This is an optimization exercise on Yosys and OpenROAD, whose aim is small area, a short achievable clock period and few clock cycles per item, not a production implementation. In this exercise RTL edits were held to simulation tests only and were not proved equivalent to the original.

## flow/run.sh

```bash
#!/bin/bash
set -euo pipefail
bash standard.sh SETUP_SLACK_MARGIN=${MARGIN:-7.5} finish > standard_flow.log 2>&1
```

## standard.sh

```bash
#!/bin/bash
# synth_recipe.tcl (not shown) runs the flow's synth.tcl, then flattens the netlist and writes it again
# the make line also repeats each setting of config.mk as NAME=value (left out here)
make -C /OpenROAD-flow-scripts/flow DESIGN_CONFIG=/design/flow/config.mk WORK_HOME=/design/flow/orfs CLKGATE_MAP_FILE= SYNTH_SCRIPT=/design/flow/synth_recipe.tcl "${@:-finish}"
```

## config.mk

```make
export PLATFORM = sky130hd
export DESIGN_NAME = hsl_color_interpolator
export DESIGN_NICKNAME = hsl_color_interpolator
export VERILOG_FILES = /design/flow/design.v
export SDC_FILE = /design/flow/constraint.sdc
export NUM_CORES = 4
export LEC_CHECK = 0
export CAP_MARGIN = 20
export CORE_MARGIN = 2
export CORE_UTILIZATION = 40
export SETUP_SLACK_MARGIN = 5
export SLEW_MARGIN = 20
```

## constraint.sdc

```tcl
create_clock -name core_clock -period 12.0 [get_ports {clk}]
set_input_delay 2.4000 -clock core_clock [delete_from_list [all_inputs] [get_ports {clk}]]
set_output_delay 2.4000 -clock core_clock [all_outputs]
set_load 0.01 [all_outputs]
```

## design.v

```verilog
module hsl_color_interpolator (
  input  logic        clk,
  input  logic        rst_n,
  input  logic        start,
  output logic        busy,
  input  logic        in_op,
  input  logic [1:0]  in_slot,
  input  logic [11:0] in_start_red,
  input  logic [11:0] in_start_green,
  input  logic [11:0] in_start_blue,
  input  logic [11:0] in_end_red,
  input  logic [11:0] in_end_green,
  input  logic [11:0] in_end_blue,
  input  logic [11:0] in_t_frac,
  output logic        out_valid,
  output logic [1:0]  out_slot,
  output logic [11:0] out_red,
  output logic [11:0] out_green,
  output logic [11:0] out_blue,
  output logic        out_last
);
  localparam int SPC  = 2;           
  localparam int NCYC = 12 / SPC;    
  localparam int QD   = 3;           
  function automatic logic [11:0] div_fs(input logic [23:0] p);
    logic [12:0] sum;
    sum = {1'b0, p[11:0]} + {1'b0, p[23:12]} + 13'd1;
    div_fs = p[23:12] + {11'd0, sum[12]};
  endfunction
  function automatic logic [23:0] mul_r4(input logic [11:0] a, input logic [13:0] a3,
                                         input logic [11:0] b);
    logic [13:0] m;
    mul_r4 = '0;
    for (int i = 0; i < 6; i++) begin
      unique case (b[2*i +: 2])
        2'd0:    m = 14'd0;
        2'd1:    m = {2'b00, a};
        2'd2:    m = {1'b0, a, 1'b0};
        default: m = a3;
      endcase
      mul_r4 = mul_r4 + (24'(m) << (2*i));
    end
  endfunction
  logic        cv;
  logic        c_op;
  logic [1:0]  c_slot;
  logic [11:0] c_col [6];
  logic [5:0]  c_gt [2];
  logic [11:0] c_t;
  logic [12:0] q_mem [QD];
  logic [1:0]  q_wr, q_rd;
  logic [1:0]  q_cnt;
  logic        q_push, q_pop;
  logic        h_op;
  logic [11:0] h_t;
  assign h_op = q_mem[q_rd][12];
  assign h_t  = q_mem[q_rd][11:0];
  logic        cu_busy, cu_done;
  logic [2:0]  cu_cnt;
  logic [1:0]  cu_slot;
  logic [11:0] rs [2], qs [2], bs [2];
  logic [14:0] rh [2], bh [2];
  logic [11:0] qh [2];
  logic [11:0] cl [2];
  logic        cg [2], cn [2];
  logic [1:0]  cs [2];
  logic        ev, iss, pend;
  logic [1:0]  nx, isk;
  logic [11:0] et;
  logic        pop_e, pop_l, commit;
  logic [11:0] t_h0 [4], t_h1 [4];
  logic [11:0] t_s0 [4], t_sm [4], t_l0 [4], t_lm [4];
  logic        t_sn [4], t_ln [4];
  logic [3:0]  t_v;
  logic q_space, mv_e, mv_l, mv, cu_free;
  assign q_space = (q_cnt != 2'(QD)) || q_pop;
  assign cu_free = !cu_busy || commit;
  assign mv_e    = cv && c_op && q_space;
  assign mv_l    = cv && !c_op && q_space && cu_free;
  assign mv      = mv_e || mv_l;
  assign busy    = cv && !((q_cnt != 2'(QD)) && (c_op || !cu_busy));
  assign q_push  = mv;
  always_ff @(posedge clk) begin
    if (!rst_n) cv <= 1'b0;
    else        cv <= (start && !busy) || (cv && !mv);
  end
  logic [11:0] in_col [6];
  assign in_col[0] = in_start_red;
  assign in_col[1] = in_start_green;
  assign in_col[2] = in_start_blue;
  assign in_col[3] = in_end_red;
  assign in_col[4] = in_end_green;
  assign in_col[5] = in_end_blue;
  always_ff @(posedge clk) begin
    if (rst_n && start && !busy) begin
      c_op   <= in_op;
      c_slot <= in_slot;
      for (int i = 0; i < 6; i++) c_col[i] <= in_col[i];
      for (int c = 0; c < 2; c++) begin
        c_gt[c][0] <= in_col[3*c]   > in_col[3*c+1];
        c_gt[c][1] <= in_col[3*c+1] > in_col[3*c];
        c_gt[c][2] <= in_col[3*c]   > in_col[3*c+2];
        c_gt[c][3] <= in_col[3*c+2] > in_col[3*c];
        c_gt[c][4] <= in_col[3*c+1] > in_col[3*c+2];
        c_gt[c][5] <= in_col[3*c+2] > in_col[3*c+1];
      end
      c_t <= in_t_frac;
    end
  end
  always_ff @(posedge clk) begin
    if (q_push) q_mem[q_wr] <= {c_op, c_t};
  end
  always_ff @(posedge clk) begin
    if (!rst_n) begin
      q_wr  <= '0;
      q_rd  <= '0;
      q_cnt <= '0;
    end else begin
      if (q_push) q_wr <= (q_wr == 2'(QD - 1)) ? 2'd0 : q_wr + 2'd1;
      if (q_pop)  q_rd <= (q_rd == 2'(QD - 1)) ? 2'd0 : q_rd + 2'd1;
      q_cnt <= q_cnt + {1'b0, q_push} - {1'b0, q_pop};
    end
  end
  logic       cand_v, stall, adv;
  logic [1:0] cand;
  assign cand_v = ev || ((q_cnt != '0) && h_op);
  assign cand   = ev ? nx : 2'd0;
  assign stall  = pend && (cand == cu_slot);
  assign adv    = cand_v && !stall;
  assign pop_e  = !ev && (q_cnt != '0) && h_op && !stall;
  assign pop_l  = (q_cnt != '0) && !h_op && !pend && (!ev || nx > cu_slot);
  assign q_pop  = pop_e || pop_l;
  assign commit = (pend || pop_l) && cu_done;
  always_ff @(posedge clk) begin
    if (!rst_n) begin
      ev   <= 1'b0;
      iss  <= 1'b0;
      pend <= 1'b0;
    end else begin
      iss  <= adv;
      pend <= (pend || pop_l) && !commit;
      if (adv) ev <= (cand != 2'd3);
    end
  end
  always_ff @(posedge clk) begin
    if (adv) begin
      nx  <= cand + 2'd1;
      isk <= cand;
    end
  end
  logic [13:0] et3, n_t3, n_t3n;
  always_ff @(posedge clk) begin
    if (pop_e) begin
      et  <= h_t;
      et3 <= n_t3;
    end
  end
  logic [11:0] i_rs [2], i_qs [2], i_bs [2], i_qh [2], i_l [2];
  logic [14:0] i_rh [2], i_bh [2];
  logic        i_g [2], i_n [2];
  logic [1:0]  i_s [2];
  for (genvar c = 0; c < 2; c++) begin : g_cls
    logic [11:0] r, g, b, mx, mn, d, x, y, am1, na, dm1;
    logic [12:0] sm, smc;
    logic [14:0] d6;
    logic [1:0]  ch;
    logic        rg, gr, rb, br, gb, bg, ze;
    always_comb begin
      r = c_col[3*c];
      g = c_col[3*c+1];
      b = c_col[3*c+2];
      {bg, gb, br, rb, gr, rg} = c_gt[c];
      if (!gr) begin
        if (!br) begin ch = 2'd0; mx = r; mn = bg ? g : b; end
        else     begin ch = 2'd2; mx = b; mn = g; end
      end else begin
        if (bg)  begin ch = 2'd2; mx = b; mn = r; end
        else     begin ch = 2'd1; mx = g; mn = rb ? b : r; end
      end
      unique case (ch)
        2'd0:    begin i_n[c] = bg; ze = !gb && !bg; end
        2'd1:    begin i_n[c] = rb; ze = !rb && !br; end
        default: begin i_n[c] = gr; ze = !rg && !gr; end
      endcase
      unique case (ch)
        2'd0:    begin x = bg ? b : g; y = bg ? g : b; end
        2'd1:    begin x = rb ? r : b; y = rb ? b : r; end
        default: begin x = gr ? g : r; y = gr ? r : g; end
      endcase
      am1 = x + ~y;              
      na  = y + ~x;              
      dm1 = mx + ~mn;            
      d   = mx - mn;
      d6  = {1'b0, d, 2'b00} + {2'b00, d, 1'b0};
      sm  = {1'b0, mx} + {1'b0, mn};
      smc = 13'd8190 - sm;
      i_l[c] = sm[12:1];
      i_g[c] = (mx == mn);
      i_s[c] = ch;
      i_rs[c] = dm1;
      i_qs[c] = ~dm1;
      i_bs[c] = (sm < 13'd4095) ? sm[11:0] : smc[11:0];
      i_rh[c] = ze ? 15'd0 : {3'd0, am1};
      i_qh[c] = i_n[c] ? na : ~am1;
      i_bh[c] = d6;
    end
  end
  logic [11:0] n_rs [2], n_qs [2], n_qh [2];
  logic [14:0] n_rh [2];
  for (genvar c = 0; c < 2; c++) begin : g_div
    always_comb begin
      logic [12:0] r2s;
      logic [15:0] r2h;
      logic [13:0] dfs;
      logic [16:0] dfh;
      n_rs[c] = rs[c];
      n_qs[c] = qs[c];
      n_rh[c] = rh[c];
      n_qh[c] = qh[c];
      for (int i = 0; i < SPC; i++) begin
        r2s = {n_rs[c], n_qs[c][11]};
        dfs = {1'b0, r2s} - {2'b00, bs[c]};
        n_rs[c] = dfs[13] ? r2s[11:0] : dfs[11:0];
        n_qs[c] = {n_qs[c][10:0], !dfs[13]};
        r2h = {n_rh[c], n_qh[c][11]};
        dfh = {1'b0, r2h} - {2'b00, bh[c]};
        n_rh[c] = dfh[16] ? r2h[14:0] : dfh[14:0];
        n_qh[c] = {n_qh[c][10:0], !dfh[16]};
      end
    end
  end
  always_ff @(posedge clk) begin
    if (!rst_n) begin
      cu_busy <= 1'b0;
      cu_done <= 1'b0;
      cu_cnt  <= '0;
    end else if (mv_l) begin
      cu_busy <= 1'b1;
      cu_done <= 1'b0;
      cu_cnt  <= '0;
    end else if (commit) begin
      cu_busy <= 1'b0;
      cu_done <= 1'b0;
    end else if (cu_busy && !cu_done) begin
      cu_cnt <= cu_cnt + 3'd1;
      if (cu_cnt == 3'(NCYC - 1)) cu_done <= 1'b1;
    end
  end
  always_ff @(posedge clk) begin
    if (mv_l) begin
      cu_slot <= c_slot;
      for (int c = 0; c < 2; c++) begin
        rs[c] <= i_rs[c]; qs[c] <= i_qs[c]; bs[c] <= i_bs[c];
        rh[c] <= i_rh[c]; qh[c] <= i_qh[c]; bh[c] <= i_bh[c];
        cl[c] <= i_l[c];  cg[c] <= i_g[c];  cn[c] <= i_n[c]; cs[c] <= i_s[c];
      end
    end else if (cu_busy && !cu_done) begin
      for (int c = 0; c < 2; c++) begin
        rs[c] <= n_rs[c]; qs[c] <= n_qs[c];
        rh[c] <= n_rh[c]; qh[c] <= n_qh[c];
      end
    end
  end
  logic [11:0] f_h [2], f_s [2];
  always_comb begin
    for (int c = 0; c < 2; c++) begin
      logic [11:0] bp, bn;
      unique case (cs[c])
        2'd0:    begin bp = 12'd0;    bn = 12'd4094; end
        2'd1:    begin bp = 12'd1365; bn = 12'd1364; end
        default: begin bp = 12'd2730; bn = 12'd2729; end
      endcase
      f_h[c] = cg[c] ? 12'd0 : (cn[c] ? bn : bp) + (qh[c] ^ {12{cn[c]}}) + {11'd0, cn[c]};
      f_s[c] = cg[c] ? 12'd0 : qs[c];
    end
  end
  logic        w_sn, w_ln;
  logic [11:0] w_sm, w_lm;
  logic [12:0] w_ds, w_dl, w_ds_n, w_dl_n;
  always_comb begin
    w_ds   = {1'b0, f_s[1]} - {1'b0, f_s[0]};
    w_ds_n = {1'b0, f_s[0]} - {1'b0, f_s[1]};
    w_dl   = {1'b0, cl[1]} - {1'b0, cl[0]};
    w_dl_n = {1'b0, cl[0]} - {1'b0, cl[1]};
    w_sn   = w_ds[12];
    w_ln   = w_dl[12];
    w_sm   = w_sn ? w_ds_n[11:0] : w_ds[11:0];
    w_lm   = w_ln ? w_dl_n[11:0] : w_dl[11:0];
  end
  always_ff @(posedge clk) begin
    if (commit) begin
      t_h0[cu_slot]   <= f_h[0];
      t_h1[cu_slot]   <= f_h[1];
      t_s0[cu_slot]   <= f_s[0];
      t_sm[cu_slot]   <= w_sm;
      t_sn[cu_slot]   <= w_sn;
      t_l0[cu_slot]   <= cl[0];
      t_lm[cu_slot]   <= w_lm;
      t_ln[cu_slot]   <= w_ln;
    end
  end
  always_ff @(posedge clk) begin
    if (!rst_n)      t_v <= '0;
    else if (commit) t_v[cu_slot] <= 1'b1;
  end
  logic [1:0]  nk;
  logic [11:0] nt;
  logic [10:0] r_m2;
  logic [11:0] r_sm, r_lm, r_tt, r_hl;
  logic        r_wrap;
  logic [11:0] n_h0, n_h1, n_hd;
  logic [12:0] n_hd01, n_hd10;
  logic        n_swp;
  assign nk = cand;
  assign nt = pop_e ? h_t : et;
  assign n_t3  = {2'b00, nt} + {1'b0, nt, 1'b0};
  assign n_t3n = {2'b00, ~nt} + {1'b0, ~nt, 1'b0};
  logic [13:0] r_tt3;
  always_comb begin
    n_h0   = t_h0[nk];
    n_h1   = t_h1[nk];
    n_hd01 = {1'b0, n_h0} - {1'b0, n_h1};
    n_hd10 = {1'b0, n_h1} - {1'b0, n_h0};
    n_swp  = n_hd10[12];
    n_hd   = n_swp ? n_hd01[11:0] : n_hd10[11:0];
  end
  always_ff @(posedge clk) begin
    r_m2   <= n_hd[11] ? ~n_hd[10:0] : n_hd[10:0];
    r_wrap <= n_hd[11];
    r_hl   <= n_swp ? n_h1 : n_h0;
    r_sm   <= t_sm[nk];
    r_lm   <= t_lm[nk];
    r_tt   <= n_swp ? ~nt : nt;
    r_tt3  <= n_swp ? n_t3n : n_t3;
  end
  logic        v1, tv1, wrap1, sn1, ln1;
  logic [1:0]  k1;
  logic [22:0] ph1;
  logic [23:0] ps1, pl1;
  logic [11:0] hl1, s01, l01;
  always_ff @(posedge clk) begin
    if (!rst_n) v1 <= 1'b0;
    else        v1 <= iss;
  end
  always_ff @(posedge clk) begin
    k1    <= isk;
    tv1   <= t_v[isk];
    ph1   <= 23'(mul_r4(r_tt, r_tt3, {1'b0, r_m2}));
    ps1   <= mul_r4(et, et3, r_sm);
    pl1   <= mul_r4(et, et3, r_lm);
    hl1   <= r_hl;
    wrap1 <= r_wrap;
    s01   <= t_s0[isk];
    sn1   <= t_sn[isk];
    l01   <= t_l0[isk];
    ln1   <= t_ln[isk];
  end
  logic [11:0] qh1, qs1, ql1, hue1, s1n, l1n, hm0, hm1;
  logic [12:0] hd1;
  always_comb begin
    qh1 = div_fs({1'b0, ph1});
    qs1 = div_fs(ps1);
    ql1 = div_fs(pl1);
    hd1 = {1'b0, hl1} + {1'b0, qh1 ^ {12{wrap1}}} + {12'd0, wrap1};
    hm1 = hl1 + ~qh1;
    hue1 = (wrap1 && !hd1[12]) ? hm1 : hd1[11:0];
    s1n = s01 + (qs1 ^ {12{sn1}}) + {11'd0, sn1};
    l1n = l01 + (ql1 ^ {12{ln1}}) + {11'd0, ln1};
  end
  logic        v2, tv2;
  logic [1:0]  k2;
  logic [11:0] h2, s2, l2;
  always_ff @(posedge clk) begin
    if (!rst_n) v2 <= 1'b0;
    else        v2 <= v1;
  end
  always_ff @(posedge clk) begin
    k2  <= k1;
    tv2 <= tv1;
    h2  <= hue1;
    s2  <= s1n;
    l2  <= l1n;
  end
  logic [14:0] y2, c2, zp2;
  logic [2:0]  sec2;
  logic [11:0] f2;
  always_comb begin
    y2   = {1'b0, h2, 2'b00} + {2'b00, h2, 1'b0};
    sec2 = 3'(h2 >= 12'd683) + 3'(h2 >= 12'd1365) + 3'(h2 >= 12'd2048)
         + 3'(h2 >= 12'd2730) + 3'(h2 >= 12'd3413);
    unique case (sec2)
      3'd0:         c2 = 15'd0;
      3'd1, 3'd2:   c2 = 15'd8190;
      3'd3, 3'd4:   c2 = 15'd16380;
      default:      c2 = 15'd24570;
    endcase
    zp2 = (sec2[0] ? c2 : y2) + ~(sec2[0] ? y2 : c2) + 15'd1;
    f2  = zp2[11:0];
  end
  logic        v3, tv3;
  logic [1:0]  k3;
  logic [2:0]  sec3;
  logic [11:0] s3, l3, f3;
  logic [23:0] pp3;
  always_ff @(posedge clk) begin
    if (!rst_n) v3 <= 1'b0;
    else        v3 <= v2;
  end
  always_ff @(posedge clk) begin
    k3   <= k2;
    tv3  <= tv2;
    s3   <= s2;
    l3   <= l2;
    f3   <= f2;
    sec3 <= sec2;
    pp3  <= l2 * s2;
  end
  logic [11:0] p3, m3w;
  always_comb begin
    p3  = div_fs(pp3);
    m3w = l3[11] ? s3 - p3 : p3;
  end
  logic        v4, tv4;
  logic [1:0]  k4;
  logic [2:0]  sec4;
  logic [11:0] f4, l4;
  logic [10:0] m4;
  always_ff @(posedge clk) begin
    if (!rst_n) v4 <= 1'b0;
    else        v4 <= v3;
  end
  always_ff @(posedge clk) begin
    k4   <= k3;
    tv4  <= tv3;
    f4   <= f3;
    sec4 <= sec3;
    m4   <= m3w[10:0];
    l4   <= l3;
  end
  logic        v5, tv5;
  logic [1:0]  k5;
  logic [2:0]  sec5;
  logic [11:0] hi5, lo5;
  logic [22:0] pc5;
  always_ff @(posedge clk) begin
    if (!rst_n) v5 <= 1'b0;
    else        v5 <= v4;
  end
  always_ff @(posedge clk) begin
    k5   <= k4;
    tv5  <= tv4;
    sec5 <= sec4;
    hi5  <= l4 + {1'b0, m4};
    lo5  <= l4 - {1'b0, m4};
    pc5  <= m4 * f4;
  end
  logic [11:0] sl5, r5, g5, b5;
  always_comb begin
    sl5 = lo5 + div_fs({pc5, 1'b0});
    unique case (sec5)
      3'd0:    begin r5 = hi5; g5 = sl5; b5 = lo5; end
      3'd1:    begin r5 = sl5; g5 = hi5; b5 = lo5; end
      3'd2:    begin r5 = lo5; g5 = hi5; b5 = sl5; end
      3'd3:    begin r5 = lo5; g5 = sl5; b5 = hi5; end
      3'd4:    begin r5 = sl5; g5 = lo5; b5 = hi5; end
      default: begin r5 = hi5; g5 = lo5; b5 = sl5; end
    endcase
    if (!tv5) begin
      r5 = '0; g5 = '0; b5 = '0;
    end
  end
  always_ff @(posedge clk) begin
    if (!rst_n) out_valid <= 1'b0;
    else        out_valid <= v5;
  end
  always_ff @(posedge clk) begin
    out_slot  <= k5;
    out_last  <= (k5 == 2'd3);
    out_red   <= r5;
    out_green <= g5;
    out_blue  <= b5;
  end
endmodule
```

==> results of run 1 <==
## sequential cells by signal, indices dropped and copies added (netlist names), 28 cells and up, named ones only
register  cells
t_h0         48
q_mem        39
bh           28
t_sm         48
t_h1         48
t_s0         48
t_l0         48
rh           30
t_lm         48
c_col        72
## path summary, 6_finish.rpt
kind,depth (start not counted),start,slack (ns),endpoint
max,20,bh[0][2],6.81,rh[0][6]
min,0,f3[2],0.31,f4[2]
max reg2reg,20,bh[0][2],6.81,rh[0][6]
min reg2reg,0,f3[2],0.31,f4[2]
## cells by family after synthesis
logic type	share of synthesized area
AOI/OAI and AO/OA	0.136
xor gates and xnor gates	0.0591
adders and majority gates	0.214
buffers and inverters	0.0571
DFF	0.345
muxes	0.0828
and+or+nand+nor	0.106
## metrics by stage
| step | instances | hold WS, ns |
|---|---|---|
| after global placement | 10700 | 0.311 |
| final | 11400 | 0.315 |
| after detailed placement | 10700 | 0.312 |
| after CTS | 11300 | 0.318 |
| after global routing | 11400 | 0.324 |
| after floorplan | 8191 | 0.310 |
## timing repair
item / CTS / global route
hold buffers: 0 / 0
pin swaps: 210 / 291
cloned: 12 / 2
endpoints found under the setup margin: 506 / 299
gates resized for setup: 585 / 450
setup buffers: 346 / 151
## layout make-up
| cell class | instances | area [µm²] |
|---|---|---|
| repair buffers | 689 | 6560 |
| inverters | 874 | 3310 |
| multi-input cells | 5862 | 53000 |
| flip-flops and latches | 1096 | 28600 |
| fillers | 18500 | 105000 |
| clock buffers | 170 | 3550 |
| well taps | 2688 | 3360 |
| clock inverters | 68 | 786 |
## worst max-delay path, cell delays in order, from the launching register on
cell and delay (ns):
edfxtp_1 0.42, inv_2 0.10, ha_4 0.19, nor2b_4 0.12, o31a_1 0.28, or4b_4 0.52
a2111oi_4 0.36, o21ai_2 0.12, a21boi_4 0.18, buf_12 0.15, mux2i_4 0.27, ha_4 0.22
nor2b_4 0.12, o31a_1 0.27, o21ai_2 0.22, a21oi_4 0.10, o2111ai_2 0.21, a21oi_2 0.10
or3_4 0.48, and3_4 0.20, a221o_1 0.26
## cell usage in the layout, fill, tap and decap left out, types with 296 or more instances in the layout
| master | instances |
|---|---|
| inv_1 | 805 |
| ha_1 | 750 |
| edfxtp_1 | 638 |
| nand2_1 | 535 |
| buf_4 | 433 |
| nor2_1 | 392 |
| dfxtp_1 | 359 |
| xnor2_1 | 356 |
| a21oi_1 | 340 |
| fa_1 | 321 |
| mux2_2 | 296 |
## metal layers
layer,GRT usage,vias up,wire length [µm]
li1,-,29600,-
met1,0.243,29900,91000
met2,0.354,1331,108000
met3,0.0268,397,8180
met4,0.0770,8,8200
met5,0,-,60
==> summary.md, run 1 <==
| Metric | Value |
|---|---|
| Port Buffers | `130` |
| Max Cap Violations | `0` |
| F_max | `193 MHz` |
| Post-synth EDFFs | `638` |
| Fin. Hold Viols | `0` |
| Boundary Pins | `131` |
| Final Instance Area | `99200 µm²` |
| Fin worst setup slack | `6.81 ns` |
| Crit. End Element | `flip-flop` |
| Max H-tree Level | `4` |
| Cell variety after synth | `101` |
| Area contributors post-synth | `edfxtp_1, ha_1, dfxtp_1` |
| Core area | `204000 µm²` |
| Top cells by count, synth | `inv_1, ha_1, edfxtp_1` |
| Largest net degree at the start of global routing | `79` |
| # rows | `166` |
| Avg WL per Cell | `18.9 µm` |
| CTS root buffer | `clkbuf_16` |
| Actual slew at the worst max-slew pin | `1.09 ns` |
| Placed Area | `86400 µm²` |
| Layout cells sized above 1 | `0.213` |
| Reg clk slew, reported paths | `0.06 ns` |
| Register bit total from synthesis | `1096` |
| Post-synth net total | `9482` |
| Gpl congestion | `0.897` |
| Remaining DRCs | `0` |
| Most frequent cell after synthesis | `inv_1` |
| Die W | `457 µm` |
| Die Y | `457 µm` |
| Cts bufs inserted | `130` |
| First-pass detailed-route iteration total | `5` |
| Synthesized area | `82200 µm²` |
| Slew headroom | `0.270` |
| Clock sink total | `1096` |
| Drt total wl | `216000 µm` |
| Synth Flop Type | `edfxtp_1` |
| Die area | `209000 µm²` |
| Fin crit period | `5.19 ns` |
| Synthesis-to-layout area growth | `20.7%` |
| Final core occ | `0.485` |
| CP Data Required Time | `12.54 ns` |
| Grt ovf | `0` |
| Warnings from Yosys | `30` |
| Final TNS setup | `0 ns` |
| Hpwl dp | `153000 µm` |
| Crit path max fanout | `7` |
| CP Data Arrival Time | `5.73 ns` |
| Sequential area share after synthesis | `0.345` |
| GR Util All Layers | `0.199` |
| FFs w/ async S/R, synth | `0` |
| TritonCTS clock tree | `done` |
| Vias in the first global route | `62.1k` |
| Iter 0 DRT Violations | `3625` |
| Final setup violation count | `0` |
| Nets | `9944` |
| Unrepaired setup endpoints after global routing | `true` |
| Max clock buf depth | `3` |
| Final Max Slew Viols | `0` |
| Post-route clock period utilization | `0.432` |
| Initial Util | `0.402` |
| Place WS | `5.76 ns` |
| Routed vias | `61.2k` |
| Worst hold path type | `reg2reg` |
| Kind of critical path | `reg2reg` |
| Post-DRT Antenna Nets | `0` |
| Clock skew | `0.0366 ns` |
| Drt via density | `5.35` |
| Mapped Cells | `8191` |
| Status | `no timing/DRC/antenna violations` |
| First-pass GRT wire length | `336000 µm` |
| Startpoint types | `flip-flop` |
| Post-Syn Area per Cell | `10.0 µm²` |
| Initial antenna violation count | `9` |
| Clk latency of the worst-skew pair | `0.79 ns` |
| Top cell type's share of synthesized area | `0.233` |
| Yosys top cell by area | `edfxtp_1` |
| N_diodes | `0` |
Testbench counts, summed over its fixed seeds: cycles 3,703, items 2,976.
==> run 2: changes to the inputs <==
==> flow/run.sh (replaced) <==
#!/bin/bash
set -euo pipefail
bash standard.sh SETUP_SLACK_MARGIN=${MARGIN:-6.5} finish > standard_flow.log 2>&1
==> run 2 against run 1 <==
Effect of this change: still clean on timing, DRC and antenna; wire length is 6.8% lower.
==> summary.md, run 2 <==
| Metric | Value |
|---|---|
| Post-synth EDFFs | `638` |
| Iter 0 DRT Violations | `3542` |
| Startpoint types | `flip-flop` |
| Top cells by count, synth | `inv_1, ha_1, edfxtp_1` |
| Crit. End Element | `flip-flop` |
| Mapped Cells | `8191` |
| Hpwl dp | `152000 µm` |
| Synth Flop Type | `edfxtp_1` |
| CTS root buffer | `clkbuf_16` |
| CP Data Required Time | `12.55 ns` |
| Post-Syn Area per Cell | `10.0 µm²` |
| Worst flop-to-flop path startpoint | `bh[0][2]` |
| First-pass GRT wire length | `319000 µm` |
| Most frequent cell after synthesis | `inv_1` |
| First-pass detailed-route iteration total | `6` |
| Clk latency of the worst-skew pair | `0.80 ns` |
| Synthesis-to-layout area growth | `11.2%` |
| Register bit total from synthesis | `1096` |
| TritonCTS clock tree | `done` |
| Nets | `9498` |
| FFs w/ async S/R, synth | `0` |
| Port Buffers | `130` |
| Final Max Slew Viols | `0` |
| Area contributors post-synth | `edfxtp_1, ha_1, dfxtp_1` |
| Yosys top cell by area | `edfxtp_1` |
| Unrepaired setup endpoints after global routing | `true` |
| Synthesized area | `82200 µm²` |
| Area taken by multi-input logic gates | `49600 µm²` |
| Worst hold path type | `reg2reg` |
| Die W | `457 µm` |
| Largest register FFs | `72` |
| Cts bufs inserted | `130` |
| Layout cells sized above 1 | `0.101` |
| Vias in the first global route | `59.3k` |
| Initial Util | `0.402` |
| F_max | `184 MHz` |
| Avg WL per Cell | `18.3 µm` |
| Boundary Pins | `131` |
| Max clock buf depth | `3` |
| # rows | `166` |
| Fin crit period | `5.45 ns` |
| Slew headroom | `0.275` |
| Worst setup path start | `bh[0][2]` |
| Clock skew | `0.0318 ns` |
| CP Data Arrival Time | `6.00 ns` |
| Placed Area | `86000 µm²` |
| GR Util All Layers | `0.188` |
| Critical path capture point | `rh[0][6]` |
| Kind of critical path | `reg2reg` |
| Post-route clock period utilization | `0.454` |
| Reg2Reg Depth | `20` |
| Crit path max fanout | `7` |
| Fin. Hold Viols | `0` |
| Final TNS setup | `0 ns` |
| Slowest stage cell, crit path | `or4b_4` |
| R2R Path End | `rh[0][6]` |
| Grt ovf | `0` |
| Post-DRT Antenna Nets | `0` |
| Final setup violation count | `0` |
| Most common cell after layout, fill and taps aside | `inv_1` |
| Actual slew at the worst max-slew pin | `1.08 ns` |
| Max H-tree Level | `4` |
| Critical-path cell list | `inv_2, ha_1, nor2b_4, o31a_1, or4b_4, a2111oi_4, o21ai_2, a21boi_4, mux2i_2, ha_1, nor2b_1, o31a_1, o21ai_2, a21oi_4, o2111ai_2, a21oi_2, or3_4, buf_12, and3_4, a221o_1` |
| Die Y | `457 µm` |
| Die area | `209000 µm²` |
| Gpl congestion | `0.882` |
| Cell variety after synth | `101` |
| Core area | `204000 µm²` |
| Drt total wl | `201000 µm` |
| Remaining DRCs | `0` |
| R2R Setup Slk | `6.55 ns` |
| Fill cells | `19.3k` |
| Seq. cell area | `28400 µm²` |
| Top cell type's share of synthesized area | `0.233` |
| Reg clk slew, reported paths | `0.06 ns` |
| Max Cap Violations | `0` |
| Warnings from Yosys | `30` |
| Routed vias | `59.2k` |
| Critical path's largest stage delay | `0.55 ns` |
| Initial antenna violation count | `8` |
| Clock sink total | `1096` |
| Reg with most FFs | `c_col` |
| Most frequent cells in the layout | `inv_1, ha_1, edfxtp_1, nand2_1` |
| Final Instance Area | `91400 µm²` |
| Post-synth net total | `9482` |
| Largest net degree at the start of global routing | `98` |
| Sequential area share after synthesis | `0.345` |
| Status | `no timing/DRC/antenna violations` |
| Drt via density | `5.38` |
run 2: final cells by class:
type	count	share of cell area
inverters	874	0.0360
diodes	3	0.0000821
multi-input cells	5859	0.542
clock buffers	166	0.0387
well taps	2688	0.0368
clock inverters	70	0.0104
flip-flops and latches	1096	0.311
repair buffers	246	0.0245
run 2: stage by stage:
stage | setup slack, ns | utilization | cells | hold slack [ns]
after floorplan | 6.24 | - | 8191 | 0.310
final | 6.55 | 0.447 | 11000 | 0.321
after global routing | 6.38 | 0.447 | 11000 | 0.320
after detailed placement | 5.67 | 0.421 | 10700 | 0.312
after CTS | 6.48 | 0.444 | 11000 | 0.311
after global placement | 5.70 | 0.421 | 10700 | 0.313
run 2: cells by family (layout without fill, tap and decap cells):
kind of cell / Yosys count / in the layout / share of synthesized area
and+or+nand+nor: 1817 / 1817 / 0.106
AOI/OAI and AO/OA: 1680 / 1680 / 0.136
buffers and inverters: 1236 / 1356 / 0.0571
adders and majority gates: 1201 / 1201 / 0.214
DFF: 1096 / 1096 / 0.345
muxes: 606 / 606 / 0.0828
xor gates and xnor gates: 555 / 555 / 0.0591
other: 0 / 3 / 0
run 2: critical path, delay by kind of cell, from the launching register on:
family / cells / cell delay [ns]
and+or+nand+nor: 5 / 1.38
DFF: 1 / 0.41
AOI/OAI and AO/OA: 10 / 2.34
muxes: 1 / 0.31
adders and majority gates: 2 / 0.51
buffers and inverters: 2 / 0.26
run 2: repair_timing:
item,CTS,global route
setup buffers,15,42
hold buffers,0,0
gates resized for setup,42,123
endpoints found under the setup margin,45,105
pin swaps,4,18
run 2: worst min-delay path by stage:
stage                     startpoint      to  slack (ns)  cells after the start
after floorplan               f3[10]  f4[10]        0.31                      0
after global placement         f3[3]   f4[3]        0.31                      0
after detailed placement       f3[4]   f4[4]        0.31                      0
after CTS                      k3[0]   k4[0]        0.31                      0
after global routing           k3[1]   k4[1]        0.32                      0
final                          k3[1]   k4[1]        0.32                      0
run 2: metal layers:
metal | part of all wire | up-vias | wire [µm] | track usage
met5 | 0 | - | 0 | 0
met4 | 0.037 | 0 | 7510 | 0.0719
li1 | - | 28600 | - | -
met2 | 0.49 | 1386 | 97900 | 0.324
met3 | 0.042 | 355 | 8500 | 0.0255
met1 | 0.43 | 28800 | 87200 | 0.238
==> run 3: changes to the inputs <==
--- a/config.mk
+++ b/config.mk
@@ -9,3 +9,3 @@
 export CORE_MARGIN = 2
-export CORE_UTILIZATION = 40
+export CORE_UTILIZATION = 55
 export SETUP_SLACK_MARGIN = 5
==> run 3 against run 2 <==
Effect of this change: maximum frequency is 0.14% higher; sequential share of layout area grew 0.44 points; non-clock buffer count grew 9; via count is 0.40% lower; highest routed layer is now met5; still clean on timing, DRC and antenna.
==> summary.md, run 3 <==
| Metric | Value |
|---|---|
| Status | `no timing/DRC/antenna violations` |
| Hpwl dp | `152000 µm` |
| Actual slew at the worst max-slew pin | `1.04 ns` |
| Most frequent cell after synthesis | `inv_1` |
| Clock skew | `0.0626 ns` |
| F_max | `184 MHz` |
| Slew headroom | `0.306` |
| Max H-tree Level | `3` |
| Initial Util | `0.555` |
| Routed vias | `58.9k` |
| Critical path's largest stage delay | `0.55 ns` |
| Max clock buf depth | `3` |
| Boundary Pins | `131` |
| Vias in the first global route | `58.1k` |
| Nets | `9498` |
| Startpoint types | `flip-flop` |
| Grt ovf | `0` |
| Gpl congestion | `0.888` |
| Port Buffers | `130` |
| Post-synth EDFFs | `638` |
| Top cell type's share of synthesized area | `0.233` |
| Final Max Slew Viols | `0` |
| Most common cell after layout, fill and taps aside | `inv_1` |
| Crit path max fanout | `6` |
| Most frequent cells in the layout | `inv_1, ha_1, edfxtp_1, nand2_1, nor2_1` |
| Top cells by count, synth | `inv_1, ha_1, edfxtp_1` |
| Worst hold path type | `reg2reg` |
| Clk latency of the worst-skew pair | `0.77 ns` |
| Die W | `391 µm` |
| Remaining DRCs | `0` |
| Mapped Cells | `8191` |
| Crit. End Element | `flip-flop` |
| Clock sink total | `1096` |
| First-pass GRT wire length | `319000 µm` |
| TritonCTS clock tree | `done` |
| Core area | `148000 µm²` |
| Slowest stage cell, crit path | `or4b_4` |
| Layout Cells excl Fill | `10.2k` |
| Reg with most FFs | `c_col` |
| Largest register FFs | `72` |
| Area contributors post-synth | `edfxtp_1, ha_1, dfxtp_1` |
| Synth Flop Type | `edfxtp_1` |
| CP Data Arrival Time | `5.93 ns` |
| Bufs and invs on worst path | `3` |
| Placed insts | `9954` |
| Post-Syn Area per Cell | `10.0 µm²` |
| Unrepaired setup endpoints after global routing | `true` |
| Die area | `153000 µm²` |
| Cts bufs inserted | `120` |
| Kind of critical path | `reg2reg` |
| Initial antenna violation count | `6` |
| Largest net degree at the start of global routing | `89` |
| Die Y | `391 µm` |
| CP Data Required Time | `12.49 ns` |
| Iter 0 DRT Violations | `3616` |
| Reg clk slew, reported paths | `0.06 ns` |
| GR Util All Layers | `0.262` |
| Final TNS setup | `0 ns` |
| Synthesized area | `82200 µm²` |
| Critical-path cell list | `inv_2, ha_4, nor2b_4, o31a_1, or4b_4, a2111oi_4, o21ai_2, a21boi_4, buf_6, mux2_4, ha_4, o21a_1, o31a_1, o21ai_4, a21oi_4, o2111ai_2, a21oi_2, or3_4, buf_12, mux2i_1, o22ai_1` |
| Post-synth net total | `9482` |
| Final setup violation count | `0` |
| Layout cells sized above 1 | `0.103` |
| Yosys top cell by area | `edfxtp_1` |
| Avg WL per Cell | `19.8 µm` |
| Cell variety after synth | `101` |
| CTS root buffer | `clkbuf_16` |
| Max Cap Violations | `0` |
| Warnings from Yosys | `30` |
| Post-route clock period utilization | `0.453` |
| Synthesis-to-layout area growth | `9.66%` |
| First-pass detailed-route iteration total | `5` |
| N_diodes | `0` |
| Post-DRT Antenna Nets | `0` |
| # rows | `141` |
| Drt total wl | `203000 µm` |
| Drt via density | `5.75` |
| Register bit total from synthesis | `1096` |
| FFs w/ async S/R, synth | `0` |
| Top delay family on crit path | `compound AO/OA/AOI/OAI gates` |
| Fin. Hold Viols | `0` |
| Fin crit period | `5.44 ns` |
| Sequential area share after synthesis | `0.345` |
| Fill cells | `12.7k` |
| Hold-fix buffers, CTS | `0` |
-- run 3: final cells by class --
| class | count | area (µm²) | share of cell area |
|---|---|---|---|
| tap | 1930 | 2410 | 0.0268 |
| clock inverter | 73 | 747 | 0.00829 |
| clock buffer | 151 | 3270 | 0.0363 |
| timing repair inverter | 1 | 7.51 | 0.0000833 |
| timing repair buffer | 255 | 2320 | 0.0257 |
| inverter | 874 | 3290 | 0.0365 |
| multi-input combinational | 5859 | 49700 | 0.551 |
| sequential | 1096 | 28400 | 0.316 |
-- run 3: kinds of logic (layout without fill, tap and decap cells) --
group / Yosys count / count (layout) / share of synthesized area
flops: 1096 / 1096 / 0.345
compound gates: 1680 / 1680 / 0.136
fa+ha+maj: 1201 / 1201 / 0.214
mux: 606 / 606 / 0.0828
simple gates: 1817 / 1817 / 0.106
buf+inv: 1236 / 1354 / 0.0571
xor+xnor: 555 / 555 / 0.0591
-- run 3: repair_timing --
item                       CTS  global route
gates resized for setup     48           134
pin swaps                    6            19
setup buffers                9            50
setup endpoints to repair   62           120
cloned                       1             0
-- run 3: through the flow --
step	hold slack (ns)	utilization	area (µm²)	setup WS, ns
after floorplan	0.310	-	82200	6.24
after global placement	0.310	0.575	85100	5.74
after detailed placement	0.312	0.575	85100	5.70
after CTS	0.325	0.604	89300	6.51
after global routing	0.330	0.609	90200	6.32
final	0.324	0.609	90200	6.56
-- run 3: path summary, 6_finish.rpt --
kind	startpoint	endpoint	slack, ns	cells past startpoint
worst min register to register	r_hl[8]	hl1[8]	0.32	0
worst max-delay path	bh[0][2]	rh[0][3]	6.56	21
worst max register to register	bh[0][2]	rh[0][3]	6.56	21
worst min-delay path	r_hl[8]	hl1[8]	0.32	0
-- run 3: routing by layer --
metal  wire length, µm  track usage  part of all wire  vias to the layer above
met4              4790       0.0644             0.024                        2
met1             91900        0.358              0.45                    28800
met5                11            0          0.000054                        -
met2             98300        0.445              0.49                     1162
li1                  -            -                 -                    28600
met3              7550       0.0265             0.037                      292
-- run 3: worst reg2reg max path, delay by kind of cell, from the launching register on --
| kind | cells | cell delay (ns) |
|---|---|---|
| AOI/OAI and AO/OA | 11 | 2.25 |
| adders and majority gates | 2 | 0.45 |
| buffers and inverters | 3 | 0.43 |
| DFF | 1 | 0.41 |
| muxes | 2 | 0.50 |
| and+or+nand+nor | 3 | 1.11 |
==> run 4: changes to the inputs <==
--- a/design.v
+++ b/design.v
@@ -29,2 +29,12 @@
   endfunction
+  function automatic logic [11:0] add_ci(input logic [11:0] a, input logic [11:0] b, input logic ci);
+    logic [12:0] t;
+    t = {a, 1'b1} + {b, ci};
+    add_ci = t[12:1];
+  endfunction
+  function automatic logic fs_c(input logic [23:0] p);
+    logic [12:0] sum;
+    sum  = {1'b0, p[11:0]} + {1'b0, p[23:12]} + 13'd1;
+    fs_c = sum[12];
+  endfunction
   function automatic logic [23:0] mul_r4(input logic [11:0] a, input logic [13:0] a3,
@@ -272,3 +282,3 @@
       endcase
-      f_h[c] = cg[c] ? 12'd0 : (cn[c] ? bn : bp) + (qh[c] ^ {12{cn[c]}}) + {11'd0, cn[c]};
+      f_h[c] = cg[c] ? 12'd0 : add_ci(cn[c] ? bn : bp, qh[c] ^ {12{cn[c]}}, cn[c]);
       f_s[c] = cg[c] ? 12'd0 : qs[c];
@@ -357,3 +367,3 @@
   end
-  logic [11:0] qh1, qs1, ql1, hue1, s1n, l1n, hm0, hm1;
+  logic [11:0] qh1, hue1, s1n, l1n, hm0, hm1;
   logic [12:0] hd1;
@@ -361,9 +371,7 @@
     qh1 = div_fs({1'b0, ph1});
-    qs1 = div_fs(ps1);
-    ql1 = div_fs(pl1);
-    hd1 = {1'b0, hl1} + {1'b0, qh1 ^ {12{wrap1}}} + {12'd0, wrap1};
+    hd1 = 13'(({1'b0, hl1, 1'b1} + {1'b0, {1'b0, ph1[22:12]} ^ {12{wrap1}}, fs_c({1'b0, ph1}) ^ wrap1}) >> 1);
     hm1 = hl1 + ~qh1;
     hue1 = (wrap1 && !hd1[12]) ? hm1 : hd1[11:0];
-    s1n = s01 + (qs1 ^ {12{sn1}}) + {11'd0, sn1};
-    l1n = l01 + (ql1 ^ {12{ln1}}) + {11'd0, ln1};
+    s1n = add_ci(s01, ps1[23:12] ^ {12{sn1}}, fs_c(ps1) ^ sn1);
+    l1n = add_ci(l01, pl1[23:12] ^ {12{ln1}}, fs_c(pl1) ^ ln1);
   end
@@ -396,3 +404,3 @@
     endcase
-    zp2 = (sec2[0] ? c2 : y2) + ~(sec2[0] ? y2 : c2) + 15'd1;
+    zp2 = (sec2[0] ? c2 : y2) - (sec2[0] ? y2 : c2);
     f2  = zp2[11:0];
@@ -417,6 +425,5 @@
   end
-  logic [11:0] p3, m3w;
+  logic [11:0] m3w;
   always_comb begin
-    p3  = div_fs(pp3);
-    m3w = l3[11] ? s3 - p3 : p3;
+    m3w = add_ci(l3[11] ? s3 : 12'd0, pp3[23:12] ^ {12{l3[11]}}, fs_c(pp3) ^ l3[11]);
   end
@@ -458,3 +465,3 @@
   always_comb begin
-    sl5 = lo5 + div_fs({pc5, 1'b0});
+    sl5 = add_ci(lo5, pc5[22:11], fs_c({pc5, 1'b0}));
     unique case (sec5)
==> flow/run.sh (replaced) <==
#!/bin/bash
set -euo pipefail
bash standard.sh SETUP_SLACK_MARGIN=${MARGIN:-6} finish > standard_flow.log 2>&1
--- a/config.mk
+++ b/config.mk
@@ -9,3 +9,3 @@
 export CORE_MARGIN = 2
-export CORE_UTILIZATION = 55
+export CORE_UTILIZATION = 65
 export SETUP_SLACK_MARGIN = 5
==> run 4 against run 3 <==
Effect of this change: global-route usage increased by 4.7 points; setup slack got worse by 0.23 ns; core utilization increased by 9.8 points; sequential share of layout area increased by 0.30 points; wire length decreased by 1.2%; synthesized cell count increased by 1.0%; critical path type unchanged.
==> summary.md, run 4 <==
| Metric | Value |
|---|---|
| Reg with most FFs | `c_col` |
| Max clock buf depth | `3` |
| Fin. Hold Viols | `0` |
| Core area | `126000 µm²` |
| Drt via density | `6.02` |
| Layout cells sized above 1 | `0.0816` |
| Mapped Cells | `8277` |
| Final TNS setup | `0 ns` |
| Startpoint types | `flip-flop` |
| Max Cap Violations | `0` |
| Most frequent cells in the layout | `inv_1, ha_1, nand2_1, edfxtp_1, dfxtp_1` |
| Status | `no timing/DRC/antenna violations` |
| Place WS | `6.20 ns` |
| Fin worst setup slack | `6.33 ns` |
| First-pass detailed-route iteration total | `6` |
| Final Max Slew Viols | `0` |
| Sequential area share after synthesis | `0.344` |
| Actual slew at the worst max-slew pin | `1.08 ns` |
| F_max | `176 MHz` |
| Slew headroom | `0.278` |
| Top cell type's share of synthesized area | `0.233` |
| Largest net degree at the start of global routing | `98` |
| Most common cell after layout, fill and taps aside | `inv_1` |
| Bufs and invs on worst path | `5` |
| First-pass GRT wire length | `322000 µm` |
| Crit. End Element | `flip-flop` |
| Post-DRT Antenna Nets | `0` |
| Fin crit period | `5.67 ns` |
| Avg WL per Cell | `20.1 µm` |
| Vias in the first global route | `59.6k` |
| Post-Syn Area per Cell | `9.95 µm²` |
| Cts bufs inserted | `115` |
| Post-synth EDFFs | `638` |
| Iter 0 DRT Violations | `4567` |
| Hold-fix buffers, CTS | `0` |
| Reg2Reg Depth | `20` |
| Final Instance Area | `88900 µm²` |
| Synthesized area | `82400 µm²` |
| GR Util All Layers | `0.308` |
| Initial antenna violation count | `5` |
| Worst hold path type | `reg2reg` |
| Worst setup path start | `m4[2]` |
| Cell variety after synth | `95` |
| Synth Flop Type | `edfxtp_1` |
| Nets | `9508` |
| Worst flop-to-flop path startpoint | `m4[2]` |
| FFs w/ async S/R, synth | `0` |
| Slowest stage cell, crit path | `dfxtp_1` |
| Final setup violation count | `0` |
| Clock skew | `0.0480 ns` |
| Boundary Pins | `131` |
| Largest register FFs | `72` |
| Remaining DRCs | `0` |
| Clk latency of the worst-skew pair | `0.76 ns` |
| Grt ovf | `0` |
| Yosys top cell by area | `edfxtp_1` |
| CP Data Arrival Time | `6.31 ns` |
| Post-synth net total | `9565` |
| TritonCTS clock tree | `done` |
| Post-route clock period utilization | `0.473` |
| # rows | `130` |
| R2R Setup Slk | `6.33 ns` |
| Top delay family on crit path | `adder cells` |
| Top cells by count, synth | `inv_1, ha_1, nand2_1` |
| Hpwl dp | `151000 µm` |
| Most frequent cell after synthesis | `inv_1` |
| R2R Path End | `pc5[22]` |
| Initial Util | `0.655` |
| Area contributors post-synth | `edfxtp_1, ha_1, dfxtp_1` |
| Gpl congestion | `0.946` |
| CP Data Required Time | `12.64 ns` |
| Die area | `130000 µm²` |
| Routed vias | `60.0k` |
| Clock sink total | `1096` |
| CP Depth | `20` |
| Crit path max fanout | `13` |
| Reg clk slew, reported paths | `0.07 ns` |
| Kind of critical path | `reg2reg` |
| Port Buffers | `130` |
| Critical-path cell list | `nand2_1, fa_1, inv_1, fa_1, inv_1, fa_1, inv_1, fa_1, inv_1, fa_1, inv_1, ha_1, a21o_1, a21o_1, a21oi_1, nor2_1, a221oi_1, a21oi_1, a211o_1, xnor2_1` |
| Register bit total from synthesis | `1096` |
| Placed Area | `84900 µm²` |
| Critical path capture point | `pc5[22]` |
| Die Y | `360 µm` |
| Die W | `360 µm` |
| CTS root buffer | `clkbuf_16` |
| Critical path's largest stage delay | `0.66 ns` |
| Max H-tree Level | `3` |
| Unrepaired setup endpoints after global routing | `false` |
| Synthesis-to-layout area growth | `7.96%` |
| Warnings from Yosys | `30` |
| Drt total wl | `200000 µm` |
[run 4: cells by family (layout without fill, tap and decap cells)]
| group | after synthesis | in the layout | synth area share |
|---|---|---|---|
| DFF | 1096 | 1096 | 0.344 |
| xor gates and xnor gates | 537 | 537 | 0.0575 |
| adders and majority gates | 1198 | 1198 | 0.213 |
| and+or+nand+nor | 1835 | 1835 | 0.106 |
| muxes | 599 | 599 | 0.0817 |
| buffers and inverters | 1282 | 1328 | 0.0588 |
| AOI/OAI and AO/OA | 1730 | 1730 | 0.139 |
| other | 0 | 1 | 0 |
[run 4: routing by layer]
| layer | track usage | vias up | routed length, µm |
|---|---|---|---|
| li1 | - | 28800 | - |
| met5 | 0 | - | 0 |
| met3 | 0.0350 | 362 | 10200 |
| met4 | 0.0984 | 0 | 6530 |
| met2 | 0.519 | 1849 | 95000 |
| met1 | 0.418 | 29100 | 88400 |
[run 4: worst min path at each step]
stage                  from  cells after the start  endpoint
floorplan            f3[10]                      0    f4[10]
CTS                 r_hl[4]                      0    hl1[4]
global route        r_hl[4]                      0    hl1[4]
detailed placement    k4[0]                      0     k5[0]
finish              r_hl[4]                      0    hl1[4]
global placement    r_hl[4]                      0    hl1[4]
[run 4: cell type report]
class / count / area (µm²)
multi-input combinational: 5899 / 49300
fill: 9487 / 36800
sequential: 1096 / 28300
inverter: 915 / 3440
clock buffer: 146 / 3150
tap: 1650 / 2060
timing repair buffer: 193 / 1780
clock inverter: 74 / 862
antenna: 1 / 2.50
[run 4: stage by stage]
step | hold WS [ns] | util | instances
after floorplan | 0.310 | - | 8277
after global placement | 0.311 | 0.675 | 9750
after detailed placement | 0.312 | 0.675 | 9750
after CTS | 0.323 | 0.707 | 9970
after global routing | 0.331 | 0.707 | 9973
final | 0.321 | 0.707 | 9974
[run 4: what timing repair did]
| item | CTS | global route |
|---|---|---|
| buffers inserted | 0 | 3 |
| endpoints found under the setup margin | 0 | 39 |
| hold endpoints to repair | 0 | 0 |
| resized for setup | 0 | 13 |
Testbench counts of run 4, summed over its fixed seeds: cycles 3,703, items 2,976.
==> run 5: changes to the inputs <==
==> flow/run.sh (replaced) <==
#!/bin/bash
set -euo pipefail
bash standard.sh SETUP_SLACK_MARGIN=${MARGIN:-6.5} finish > standard_flow.log 2>&1
--- a/config.mk
+++ b/config.mk
@@ -9,3 +9,3 @@
 export CORE_MARGIN = 2
-export CORE_UTILIZATION = 65
+export CORE_UTILIZATION = 55
 export SETUP_SLACK_MARGIN = 5
==> run 5 against run 4 <==
Effect of this change: via count decreased by 1.1%; largest cell class unchanged; synthesized cell count is the same; still clean on timing, DRC and antenna; register-to-register slack gained 0.44 ns; wire length is 3.7% higher; clock skew shrank 0.012 ns; cell count increased by 3.4%; core utilization fell by 10 points.
==> summary.md, run 5 <==
| Metric | Value |
|---|---|
| Status | `no timing/DRC/antenna violations` |
| CP Data Arrival Time | `5.91 ns` |
| Startpoint types | `flip-flop` |
| TritonCTS clock tree | `done` |
| Top cells by count, synth | `inv_1, ha_1, nand2_1` |
| Clock skew | `0.0359 ns` |
| Drt total wl | `208000 µm` |
| Boundary Pins | `131` |
| Final Max Slew Viols | `0` |
| Worst flop-to-flop path startpoint | `s2[6]` |
| Mapped Cells | `8277` |
| GR Util All Layers | `0.270` |
| First-pass GRT wire length | `328000 µm` |
| Port Buffers | `130` |
| Most common cell after layout, fill and taps aside | `inv_1` |
| Worst setup path start | `s2[6]` |
| First-pass detailed-route iteration total | `6` |
| Hold Startpoint | `l3[2]` |
| Slowest stage cell, crit path | `fa_1` |
| Kind of critical path | `reg2reg` |
| Grt ovf | `0` |
| Avg WL per Cell | `20.1 µm` |
| Gpl congestion | `0.894` |
| Core area | `149000 µm²` |
| Hpwl dp | `157000 µm` |
| Yosys top cell by area | `edfxtp_1` |
| Final Instance Area | `90300 µm²` |
| Register bit total from synthesis | `1096` |
| Placed Area | `85300 µm²` |
| Clock sink total | `1096` |
| Final core occ | `0.605` |
| Post-route clock period utilization | `0.436` |
| Most frequent cell after synthesis | `inv_1` |
| Layout cells sized above 1 | `0.0968` |
| Cell variety after synth | `95` |
| Sequential area share after synthesis | `0.344` |
| Hold Path Depth | `0` |
| Iter 0 DRT Violations | `3499` |
| Post-DRT Antenna Nets | `0` |
| GRT met2 Usage | `0.463` |
| Most frequent CP cell | `fa_1` |
| Critical-path cell list | `and2_1, fa_1, inv_1, fa_1, inv_1, fa_1, inv_1, fa_1, inv_1, fa_1, ha_4, a21o_1, a21o_1, a21oi_2, o31ai_2, a221o_1, a41oi_2, nor2b_2, xnor2_1` |
| Met3 usage | `0.0301` |
| CP Data Required Time | `12.68 ns` |
| F_max | `191 MHz` |
| Placed insts | `10.1k` |
| # rows | `142` |
| Drt via density | `5.76` |
| Max H-tree Level | `3` |
| Post-synth net total | `9565` |
| Layout Cells excl Fill | `10.3k` |
| Area contributors post-synth | `edfxtp_1, ha_1, dfxtp_1` |
| Routed vias | `59.4k` |
| Die Y | `391 µm` |
| Critical path's largest stage delay | `0.55 ns` |
| Fin. Hold Viols | `0` |
| Largest net degree at the start of global routing | `130` |
| Cts bufs inserted | `120` |
| Fin crit period | `5.23 ns` |
| FFs w/ async S/R, synth | `0` |
| Max clock buf depth | `3` |
| Slew headroom | `0.258` |
| Max Cap Violations | `0` |
| Synthesized area | `82400 µm²` |
| Fill cells | `12.7k` |
| Final TNS setup | `0 ns` |
| Largest register FFs | `72` |
| Grt met1 use | `0.363` |
| Final setup violation count | `0` |
| Worst hold path type | `reg2reg` |
| Die W | `391 µm` |
| Actual slew at the worst max-slew pin | `1.11 ns` |
| Vias in the first global route | `59.1k` |
| Synth Flop Type | `edfxtp_1` |
| Post-Syn Area per Cell | `9.95 µm²` |
| CTS root buffer | `clkbuf_16` |
| Reg clk slew, reported paths | `0.06 ns` |
| Unrepaired setup endpoints after global routing | `true` |
| Initial antenna violation count | `7` |
| Die area | `153000 µm²` |
| Synthesis-to-layout area growth | `9.62%` |
| Remaining DRCs | `0` |
| Initial Util | `0.552` |
| Post-synth EDFFs | `638` |
| Reg with most FFs | `c_col` |
| Clk latency of the worst-skew pair | `0.77 ns` |
| Top cell type's share of synthesized area | `0.233` |
| Hold-fix buffers, CTS | `0` |
| Crit. End Element | `flip-flop` |
| Crit path max fanout | `13` |
| Warnings from Yosys | `30` |
| Busiest grt layer | `met2` |
| Most frequent cells in the layout | `inv_1, ha_1, nand2_1, edfxtp_1, dfxtp_1` |
| Nets | `9548` |
| Reg2Reg Depth | `19` |
-- run 5: changes by cell type in the layout (fill, tap and decap cells not counted), sizes merged --
cell / delta
clkbuf: -3
clkinvlp: +4
bufinv: +11
diode: +1
buf: +34
inv: -8
clkinv: +6
a31oi: +1
-- run 5: cell type report --
cell class	instances	area, µm²	share of cell area
multi-input cells	5900	49600	0.549
flip-flops and latches	1096	28400	0.315
inverters	915	3450	0.0382
clock buffers	143	3190	0.0353
well taps	1944	2430	0.0269
repair buffers	227	2090	0.0231
clock inverters	87	1150	0.0127
diodes	2	5.00	0.0000554
-- run 5: routing by layer --
layer | part of all wire | vias to the layer above
li1 | - | 28900
met1 | 0.45 | 28900
met2 | 0.48 | 1284
met3 | 0.039 | 279
met4 | 0.023 | 2
met5 | 0.000039 | -
-- run 5: stage by stage --
stage	hold slack, ns	setup WS [ns]
after floorplan	0.310	6.00
after global placement	0.311	5.87
after detailed placement	0.312	5.84
final	0.308	6.77
after global routing	0.329	6.44
after CTS	0.309	6.49
-- run 5: repair_timing --
action	CTS	global route
gates resized for setup	57	93
pin swaps	2	11
cloned	1	0
endpoints found under the setup margin	108	124
buffers inserted	4	27
-- run 5: worst paths after layout --
| check | slack [ns] | endpoint |
|---|---|---|
| max | 6.77 | pp3[21] |
| min | 0.31 | l4[2] |
| max reg2reg | 6.77 | pp3[21] |
| min reg2reg | 0.31 | l4[2] |
-- run 5: logic make-up after synthesis --
kind of cell,after synthesis,synth area share
compound gates,1730,0.139
buf+inv,1282,0.0588
xor+xnor,537,0.0575
fa+ha+maj,1198,0.213
simple gates,1835,0.106
mux,599,0.0817
flops,1096,0.344
-- run 5: critical path, delay by kind of cell (launching register included) --
family | cells | cell delay [ns]
AOI/OAI and AO/OA | 6 | 1.24
xor gates and xnor gates | 1 | 0.12
adders and majority gates | 6 | 2.79
buffers and inverters | 4 | 0.23
DFF | 1 | 0.40
and+or+nand+nor | 2 | 0.37
==> run 6: changes to the inputs <==
--- a/design.v
+++ b/design.v
@@ -137,3 +137,3 @@
   assign cand   = ev ? nx : 2'd0;
-  assign stall  = pend && (cand == cu_slot);
+  assign stall  = pend && !cu_done && (cand == cu_slot);
   assign adv    = cand_v && !stall;
@@ -324,2 +324,4 @@
   assign nk = cand;
+  logic byp;
+  assign byp = commit && (nk == cu_slot);
   assign nt = pop_e ? h_t : et;
@@ -329,4 +331,4 @@
   always_comb begin
-    n_h0   = t_h0[nk];
-    n_h1   = t_h1[nk];
+    n_h0   = byp ? f_h[0] : t_h0[nk];
+    n_h1   = byp ? f_h[1] : t_h1[nk];
     n_hd01 = {1'b0, n_h0} - {1'b0, n_h1};
@@ -340,4 +342,4 @@
     r_hl   <= n_swp ? n_h1 : n_h0;
-    r_sm   <= t_sm[nk];
-    r_lm   <= t_lm[nk];
+    r_sm   <= byp ? w_sm : t_sm[nk];
+    r_lm   <= byp ? w_lm : t_lm[nk];
     r_tt   <= n_swp ? ~nt : nt;
@@ -433,2 +435,3 @@
   logic [11:0] f4, l4;
+  logic [13:0] f34;
   logic [10:0] m4;
@@ -442,2 +445,3 @@
     f4   <= f3;
+    f34  <= {2'b00, f3} + {1'b0, f3, 1'b0};
     sec4 <= sec3;
@@ -461,3 +465,3 @@
     lo5  <= l4 - {1'b0, m4};
-    pc5  <= m4 * f4;
+    pc5  <= 23'(mul_r4(f4, f34, {1'b0, m4}));
   end
--- a/config.mk
+++ b/config.mk
@@ -10,2 +10,3 @@
 export CORE_UTILIZATION = 55
+export CTS_BUF_LIST = sky130_fd_sc_hd__clkbuf_4 sky130_fd_sc_hd__clkbuf_8
 export SETUP_SLACK_MARGIN = 5
==> run 6 against run 5 <==
Effect of this change: highest routed layer is now met4; area after synthesis shrank 0.81%; largest cell class unchanged; via count grew 1.7%; core utilization grew 0.79 points.
==> summary.md, run 6 <==
| Metric | Value |
|---|---|
| Register bit total from synthesis | `1086` |
| Status | `no timing/DRC/antenna violations` |
| Most frequent cells in the layout | `inv_1, ha_1, edfxtp_1, nand2_1, a21oi_1` |
| Actual slew at the worst max-slew pin | `1.06 ns` |
| Post-Synth Simple-Gate Area | `0.106` |
| XOR/XNOR Fraction of Synth Area | `0.0599` |
| First-pass detailed-route iteration total | `6` |
| Max Cap Violations | `0` |
| Fin worst setup slack | `6.70 ns` |
| Clk latency of the worst-skew pair | `0.95 ns` |
| Die Y | `389 µm` |
| Layout cells sized above 1 | `0.112` |
| Crit. End Element | `flip-flop` |
| Area contributors post-synth | `edfxtp_1, ha_1, dfxtp_1` |
| Largest register FFs | `72` |
| Final TNS setup | `0 ns` |
| # rows | `141` |
| Synthesized area | `81700 µm²` |
| Synth Flop Type | `edfxtp_1` |
| Nets | `9708` |
| Final setup violation count | `0` |
| Iter 0 DRT Violations | `3820` |
| Routed vias | `60.4k` |
| Top cells by count, synth | `inv_1, ha_1, edfxtp_1` |
| Startpoint types | `flip-flop` |
| Post-Syn Area per Cell | `9.81 µm²` |
| Largest family of logic cells by synthesized area | `adder cells` |
| Clock sink total | `1086` |
| Top cell type's share of synthesized area | `0.234` |
| Mapped Cells | `8326` |
| Post-synth net total | `9564` |
| TritonCTS clock tree | `done` |
| Post-synthesis compound-gate area fraction | `0.136` |
| Max H-tree Level | `4` |
| Boundary Pins | `131` |
| Post-synth EDFFs | `638` |
| Final Max Slew Viols | `0` |
| First-pass GRT wire length | `334000 µm` |
| Most frequent cell after synthesis | `inv_1` |
| Core area | `148000 µm²` |
| CTS root buffer | `clkbuf_8` |
| Drt total wl | `214000 µm` |
| Hold Path Depth | `0` |
| Port Buffers | `130` |
| Unrepaired setup endpoints after global routing | `true` |
| Reg clk slew, reported paths | `0.06 ns` |
| Hold-fix buffers, CTS | `0` |
| Post-Synth Adder-Cell Area | `0.204` |
| Initial antenna violation count | `6` |
| Synthesis-to-layout area growth | `10.8%` |
| GR Util All Layers | `0.278` |
| Post-route clock period utilization | `0.442` |
| Grt ovf | `0` |
| F_max | `189 MHz` |
| Most common cell after layout, fill and taps aside | `inv_1` |
| Hpwl dp | `160000 µm` |
| Clock skew | `0.0574 ns` |
| Die area | `152000 µm²` |
| Hold EP | `l4[7]` |
| Sequential area share after synthesis | `0.344` |
| Yosys top cell by area | `edfxtp_1` |
| Reg2Reg Depth | `21` |
| Reg with most FFs | `c_col` |
| Largest net degree at the start of global routing | `73` |
| CP Data Required Time | `12.84 ns` |
| Hold Startpoint | `l3[7]` |
| Worst hold path type | `reg2reg` |
| Drt via density | `5.72` |
| R2R Path End | `pl1[22]` |
| Gpl congestion | `0.915` |
| Kind of critical path | `reg2reg` |
| Die W | `389 µm` |
| Slew headroom | `0.292` |
| Max clock buf depth | `3` |
| FFs w/ async S/R, synth | `0` |
| Crit path max fanout | `9` |
| R2R Setup Slk | `6.70 ns` |
| Mux share of post-synthesis cell area | `0.0911` |
| Fin. Hold Viols | `0` |
| Warnings from Yosys | `30` |
| Final hold slack | `0.324 ns` |
| Cts bufs inserted | `186` |
| CP Data Arrival Time | `6.15 ns` |
| Remaining DRCs | `0` |
| Post-DRT Antenna Nets | `0` |
| Vias in the first global route | `60.1k` |
| Avg WL per Cell | `20.3 µm` |
| Initial Util | `0.553` |
| Cell variety after synth | `98` |
| Fin crit period | `5.30 ns` |
| Place WS | `5.66 ns` |
## run 6: cell count changes after synthesis, sizes merged, moves of 40 or more
| cell | delta |
|---|---|
| o21ai | +133 |
| inv | -56 |
| mux2i | +209 |
| a22o | -54 |
| a22oi | -67 |
| a21oi | +106 |
| mux2 | -148 |
| nor2 | +83 |
| fa | -41 |
| buf | +40 |
## run 6: logic make-up after synthesis
family / Yosys count
simple gates: 1852
compound gates: 1762
buf+inv: 1249
fa+ha+maj: 1148
flops: 1086
mux: 672
xor+xnor: 557
## run 6: cell type report
cell class | count | area (µm²)
Fill cell | 12700 | 57100
Multi-Input combinational cell | 5992 | 49400
Sequential cell | 1086 | 28200
Clock buffer | 269 | 3290
Inverter | 858 | 3240
Timing Repair Buffer | 345 | 3240
Tap cell | 1930 | 2410
Clock inverter | 72 | 757
Antenna cell | 4 | 10.0
Timing Repair inverter | 1 | 5.00
## run 6: how the worst max path moves through the flow
| stage | from | to | slack [ns] | cells after the start |
|---|---|---|---|---|
| 2_1_floorplan | cu_slot[1] | t_h0[2][0] | 4.74 | 9 |
| 6_report | flip-flop | pl1[22] | 6.70 | 21 |
| 4_1_cts | cu_slot[1] | r_m2[5] | 6.50 | 26 |
| 3_5_place_dp | flip-flop | ps1[23] | 5.66 | 20 |
| 3_3_place_gp | flip-flop | ps1[23] | 5.76 | 20 |
| 5_1_grt | flip-flop | pl1[23] | 6.45 | 21 |
## run 6: what timing repair did
action,4_1_cts,5_1_grt
setup buffers,32,95
pin swaps,2,31
gates cloned,3,5
endpoints found under the setup margin,113,120
resized for setup,61,184
## run 6: metrics by stage
| stage | cells | utilization | area [µm²] |
|---|---|---|---|
| 2_1_floorplan | 8326 | - | 81800 |
| 5_1_grt | 10600 | 0.613 | 90500 |
| 4_1_cts | 10500 | 0.603 | 89100 |
| 3_5_place_dp | 10100 | 0.572 | 84500 |
| 6_report | 10600 | 0.613 | 90500 |
| 3_3_place_gp | 10100 | 0.572 | 84500 |
## run 6: routing by layer
layer	vias to the layer above	wire length, µm	track usage
met4	0	6260	0.0800
met5	-	0	0
met2	1471	105000	0.483
met1	29300	93800	0.363
met3	344	9440	0.0363
li1	29300	-	-
## run 6: critical path: stages (launching register included)
cell	delay (ns)
dfxtp_4	0.36
buf_12	0.13
buf_4	0.15
buf_4	0.15
mux4_2	0.63
buf_12	0.20
mux2i_1	0.13
o21ai_0	0.26
fa_1	0.46
fa_1	0.49
inv_1	0.05
fa_1	0.47
inv_1	0.04
ha_1	0.32
a21o_1	0.20
a21oi_1	0.24
nor2b_1	0.08
a31oi_1	0.21
a31oi_1	0.18
a21o_1	0.21
a21oi_1	0.16
xnor2_1	0.13
Testbench counts of run 6, summed over its fixed seeds: cycles 3,659, items 2,976.

[afterwards: timing with drivers on the ports]
Ports are ideal in the flow. The routed layouts listed here were re-timed in OpenROAD. Step 1 sets driving cells, clkbuf_16 on the clock port and buf_2 on the other inputs (assumed; they add their load-dependent delay and slew). Step 2 moves the port delays by t, midway between the first and last clock arrival at a register: inputs arrive t later, outputs are due t later. That takes back most of the time a late clock gives input paths. a / b / c = no drivers / after step 1 / after step 2; a / b = the first two.
run | shift t [ns] | setup WS [ns] | clock arrival spread, ns
run 1 | 0.861 | 6.810 / 6.810 / 6.810 | 0.040 / 0.040
run 2 | 0.867 | 6.551 / 6.551 / 6.411 | 0.037 / 0.037
run 3 | 0.829 | 6.559 / 6.559 / 6.539 | 0.079 / 0.080
run 4 | 0.820 | 6.327 / 6.327 / 6.327 | 0.049 / 0.049
run 5 | 0.835 | 6.768 / 6.768 / 6.707 | 0.038 / 0.038
run 6 | 0.996 | 6.696 / 6.696 / 6.696 | 0.064 / 0.064
After both steps setup and hold are still met in every run listed. The setup slack of run 2, which loses most, moves by 0.000 ns with the drivers and by -0.140 ns with both steps.
